Source: an optimization exercise on an open RTL-to-GDS flow (aim: small area, a short achievable clock period and few clock cycles per item). Production flows keep margins and buffers that such runs may drop. At most, simulation tests tie the RTL to the original design; equivalence was not proved. Power and IR drop assume default switching activity.

Setup of job 104:
## rnn_step_top
module rnn_step_top (
    input  logic                            clk,
    input  logic                            reset,
    input  logic                            execute,
    input  logic [7-1:0]             token,
    output logic [27-1:0]              mem_a_addr,
    output logic                            mem_a_read,
    input  logic [16-1:0]              mem_a_data,
    input  logic                            mem_a_valid,
    output logic [27-1:0]              mem_b_addr,
    output logic                            mem_b_read,
    input  logic [16-1:0]              mem_b_data,
    input  logic                            mem_b_valid,
    output logic [8*16-1:0] hidden_state,
    output logic                            done
);
For scale: ~440 flip-flops, ~230 I/O pins, ~22000 sq um of cells after synthesis.
clock: 10.0 ns
lec_check: 0
cap_margin: 20
core_margin: 2
core_utilization: 40
cts_cluster_diameter: 120
cts_cluster_size: 26
slew_margin: 20
standard.sh (not shown) runs the stock make flow with config.mk's settings and CLKGATE_MAP_FILE= SYNTH_SCRIPT=/design/flow/synth_recipe.tcl, a recipe that flattens the netlist after the stock synthesis.
==> flow/flow/run.sh <==
#!/bin/bash
# Standard layout, with small port buffers and timing repair aimed below the clock period.
set -euo pipefail
extra=(
  "BUFFER_PORTS_ARGS=-buffer_cell sky130_fd_sc_hd__buf_2"
  "SETUP_SLACK_MARGIN=6.8"
  "ABC_CLOCK_PERIOD_IN_PS=3200"
)
bash standard.sh "${extra[@]}" finish > standard.log 2>&1
The following lists how job 101 was set up differently from job 104:
--- a/flow/design.v
+++ b/flow/design.v
@@ -856,15 +856,15 @@
     always_comb
     begin
         b_h = 16'd0;
         for (int j = 0; j < 8; j++)
             b_h = b_h | (hidden_state[j*16 +: 16] & {16{b_addr[2:0] == 3'(j)}});
     end
     logic        p1_v;
-    logic [7:0]  p1_row;         
+    logic [2:0]  p1_row;
     logic [15:0] p1_x;
     logic [7:0]  p1_neg;
     logic [7:0]  p1_one;
     logic [7:0]  p1_two;
     function automatic logic [23:0] booth_enc(input logic [15:0] y);
         logic [16:0] ye;
         logic [7:0]  neg;
@@ -904,36 +904,36 @@
         if (mem_a_valid && a_emb)
             e_q <= mem_a_data;
         a_hold <= mem_a_data;
         a_hold_bias <= a_bias;
         a_hold_row <= a_row;
         if (busy && mem_b_valid)
         begin
-            p1_row <= 8'(1) << b_row;
+            p1_row <= b_row;
             p1_x <= mem_b_data;
             {p1_neg, p1_one, p1_two} <= enc_b;
         end
         else
         begin
-            p1_row <= 8'(1) << (a_hold_v ? a_hold_row : a_row);
+            p1_row <= a_hold_v ? a_hold_row : a_row;
             p1_x <= a_hold_v ? a_hold : mem_a_data;
             {p1_neg, p1_one, p1_two} <= enc_a;
         end
     end
     logic [23:0] t7s, t7c;
     dot_path u_mul (
         .x   (p1_x),
         .neg (p1_neg),
         .one (p1_one),
         .two (p1_two),
         .s   (t7s),
         .c   (t7c)
     );
     logic        p2_v;
-    logic [7:0]  p2_row;         
+    logic [2:0]  p2_row;
     logic [15:0] p2_s;            
     logic [15:0] p2_c;
     logic        p2_cin;          
     logic [8:0]  lo_sum;
     assign lo_sum = {1'b0, t7s[7:0]} + {1'b0, t7c[7:0]};
     always_ff @(posedge clk)
     begin
@@ -953,32 +953,32 @@
     logic [15:0] c3c;
     logic [15:0] acc_new;
     logic [15:0] acc_pick;
     always_comb
     begin
         acc_pick = 16'd0;
         for (int r = 0; r < 8; r++)
-            acc_pick = acc_pick | (acc[r] & {16{p1_row[r] & touched[r]}});
+            acc_pick = acc_pick | (acc[r] & {16{p1_row == 3'(r) && touched[r]}});
     end
     always_comb
     begin
         c3s = acc_q ^ p2_s ^ p2_c;
         c3c = (acc_q & p2_s) | (acc_q & p2_c) | (p2_s & p2_c);
         acc_new = c3s + {c3c[14:0], p2_cin};
     end
     always_ff @(posedge clk)
     begin
         if (reset || start)
             touched <= 8'd0;
         else if (p2_v)
-            touched <= touched | p2_row;
+            touched[p2_row] <= 1'b1;
         for (int r = 0; r < 8; r++)
-            if (p2_v && p2_row[r])
+            if (p2_v && p2_row == 3'(r))
                 acc[r] <= acc_new;
-        if (p2_v && (p2_row & p1_row) != 8'd0)
+        if (p2_v && p2_row == p1_row)
             acc_q <= acc_new;
         else
             acc_q <= acc_pick;
     end
     assign finish = busy && !done_q && a_fin && b_fin && !a_hold_v && !p1_v && !p2_v;
     always_ff @(posedge clk)
     begin
## What came out
- Job 101 vs. job 104: depth of the worst register-to-register path went down by 3.
- Taking job 104 as the reference point, the global-route usage of job 101 rises by 0.50 points.
- | clock buffer and inverter area fraction after layout | job 101 vs job 104 | ≈ equal |
- Combinational share of power was higher in the run labelled job 104.
- Delta (job 101 minus job 104): combinational power dropped 10%; worst setup slack dropped 0.013 ns; routed wire length climbed 0.77%; area of all placed cells without fillers dropped 0.92%.
Testbench counts of job 101, summed over its fixed seeds: cycles 82,244, steps 320.
Only the layout flow was run in job 104; the RTL was not checked for function there.

## static timing again, ports no longer ideal
In the flow no input, the clock included, has a driving cell. The finished layouts below were timed again as built, in two steps. Step 1 assumes that a clkbuf_16 drives the clock port and a buf_2 every other input. Step 2, shift: input delay + t, output delay - t, t = (earliest + latest rising clock arrival at the registers) / 2. This alone moves slack from input paths to output paths. Three values: ideal, step 1, step 2; two values: the first two.
| run | shift t [ns] | setup slack, ns | pins driven straight from the clock port |
|---|---|---|---|
| job 104 | 0.603 | 6.818 / 6.759 / 6.374 | 1 |
| job 101 | 0.607 | 6.805 / 6.741 / 6.442 | 1 |
After both steps setup and hold are still met in every run listed. For job 104, which loses most, drivers alone change the setup slack by -0.059 ns; drivers and shift together by -0.444 ns.
